Context: an optimization exercise on an open-source flow, tuned for small area, a short achievable clock period and few clock cycles. The choices shown serve that exercise and are no tape-out recipe.
In this exercise RTL edits were held to simulation tests only and were not proved equivalent to the original.

==> flow/design.v (excerpt) <==
module pn_eval_core
#(
    parameter int unsigned OPND_W    = 3,
    parameter int unsigned DATA_W    = 32,
    parameter int unsigned TOK_DEPTH = 16,
    parameter int unsigned STK_DEPTH = 8
) (
    input  logic                     clk,
    input  logic                     rst,
    input  logic                     in_valid,
    input  logic                     mode,
    input  logic                     operator,
    input  logic [OPND_W-1:0]        in,
    output logic                     busy,
    output logic                     out_valid,
    output logic signed [DATA_W-1:0] out,
    output logic                     err
);
    localparam int unsigned TOK_W  = OPND_W + 1;
    localparam int unsigned TCNT_W = $clog2(TOK_DEPTH + 1);
    localparam int unsigned TIDX_W = $clog2(TOK_DEPTH);
    localparam int unsigned SCNT_W = $clog2(STK_DEPTH + 1);
    localparam int unsigned SIDX_W = $clog2(STK_DEPTH);
    localparam int unsigned OS_D   = STK_DEPTH;
    localparam int unsigned DCNT_W = TCNT_W + 1;    
    localparam logic signed [DCNT_W-1:0] D_ONE  = 1;
    localparam logic signed [DCNT_W-1:0] D_MONE = -1;
    localparam logic signed [DCNT_W-1:0] D_MAX  = STK_DEPTH;
    typedef enum logic [2:0] {
        K_NONE, K_PUSH, K_OSPUSH, K_STKOP, K_IMMOP, K_CASC
    } kind_t;
    pn_pkg::state_t state, state_d;
    logic [TOK_W-1:0]  tok_mem [TOK_DEPTH];
    logic [TCNT_W-1:0] wp, rp;
    logic              mode_q, ovf;
    logic              tq_v, tq_op;
    logic signed [DCNT_W-1:0] dp, dmax, dmin;
    logic              perr;
    logic [DATA_W-1:0] vs [STK_DEPTH];
    logic [SCNT_W-1:0] sp;
    logic              os_v  [OS_D];
    logic              os_l  [OS_D];
    logic [1:0]        os_op [OS_D];
    logic              casc, revf;
    logic [DATA_W-1:0] ms, mc;
    logic              cpa, acc;
    logic [SIDX_W-1:0] oidx;
    logic [SCNT_W-1:0] ocnt;
    logic              oasc;
    logic              rev, pre, avail;
    logic [TOK_W-1:0]  tok_h;
    logic              h_op;
    logic [DATA_W-1:0] h_val;
    kind_t             kind;
    logic [1:0]        eop;
    logic              is_alu, mul_first, complete, consume;
    assign rev   = (state == pn_pkg::REV);
    assign pre   = mode_q & ~rev;
    assign avail = rev | (rp != wp);
    assign tok_h = tok_mem[TIDX_W'(rp)];
    assign h_op  = tok_h[TOK_W-1];
  ...
Size in the first run: about 3,900 cells after synthesis, roughly 34,000 um^2 of cells after synthesis.
clock: 11.0 ns
lec_check: 0
abc_clock_period_in_ps: 3000
cap_margin: 20
core_margin: 2
core_utilization: 40
setup_slack_margin: 5
slew_margin: 20
run.sh (not shown) runs the stock make flow with config.mk's settings and CLKGATE_MAP_FILE= SYNTH_SCRIPT=/design/flow/synth_recipe.tcl, a recipe that flattens the netlist after the stock synthesis.
Testbench counts at the start, summed over its fixed seeds: cycles 7,458.
Change:
ABC_CLOCK_PERIOD_IN_PS = default   (was 3000)
SETUP_SLACK_MARGIN = default   (was 5)
Outcome: Routed wire length hardly moves. Design area fell by a few percent. Setup slack degrades by 2.5 ns. Register-to-register slack degrades by 2.5 ns. Cell count decreases slightly. Area after synthesis does not change.

* * *

Another version of the RTL of pn_eval_core (not shown whole).
Size: ~3,000 cells after synthesis, about 490 flip-flops, roughly 43 I/O pins, roughly 0.029 mm² of cells after synthesis.
Settings: LEC_CHECK=0, CAP_MARGIN=20, CORE_MARGIN=2, CORE_UTILIZATION=50, SLEW_MARGIN=20; clock period 11.0 ns.
standard.sh (not shown) runs the stock make flow with config.mk's settings and CLKGATE_MAP_FILE= SYNTH_SCRIPT=/design/flow/synth_recipe.tcl, a recipe that flattens the netlist after the stock synthesis.
==> flow/flow/run.sh <==
#!/bin/bash
set -euo pipefail
export BUFFER_PORTS_ARGS="-buffer_cell sky130_fd_sc_hd__buf_4"
bash standard.sh SETUP_SLACK_MARGIN=6.75 finish > standard.log 2>&1
The baseline passed the timing, DRC and antenna checks.
Testbench counts at the start, summed over its fixed seeds: cycles 6,989.
Change:
==> flow/flow/run.sh (replaced) <==
#!/bin/bash
set -euo pipefail
export BUFFER_PORTS_ARGS="-buffer_cell sky130_fd_sc_hd__buf_4"
bash standard.sh SETUP_SLACK_MARGIN=6.5 finish > standard.log 2>&1
Final cell count is about the same.
Wire length went up slightly.
First-iteration DRC count fell by a few percent.
Sequential share of layout area is higher by 0.51 points.
Synthesized cell count is unchanged.
Core utilization goes down by 0.83 points.
Cell area shrinks slightly.
Fmax is lower slightly.

static timing again, ports no longer ideal:
Ports are ideal in the flow. The routed layouts listed here were re-timed in OpenROAD. Step 1, drivers: a clkbuf_16 drives clk and a buf_2 each remaining input, both assumed. Step 2 times the ports against the registers' clock, not the clock port: input delays grow and output delays shrink by t, the midpoint of the rising clock arrivals with the driver on. Slacks: ideal ports / drivers / drivers and shift; pairs: ideal ports / drivers.
| run | shift t [ns] | setup WS [ns] | latest minus earliest clock arrival (ns) | slew at the worst register clock pin (ns) | worst slew at a driven data input, ns |
|---|---|---|---|---|---|
| the first run of note 1 | 0.690 | 5.144 / 5.144 / 5.144 | 0.024 / 0.024 | 0.07 / 0.07 | 0.04 |
| the second run of note 1 | 0.698 | 2.620 / 2.620 / 2.620 | 0.048 / 0.048 | 0.07 / 0.07 | 0.04 |
| the first run of note 2 | 0.679 | 6.534 / 6.534 / 6.448 | 0.064 / 0.064 | 0.07 / 0.07 | 0.03 |
| the second run of note 2 | 0.678 | 6.515 / 6.515 / 6.158 | 0.022 / 0.022 | 0.07 / 0.07 | 0.03 |
After both steps every run listed still meets setup and hold. For the second run of note 2, which loses most, drivers alone change the setup slack by 0.000 ns; drivers and shift together by -0.357 ns.
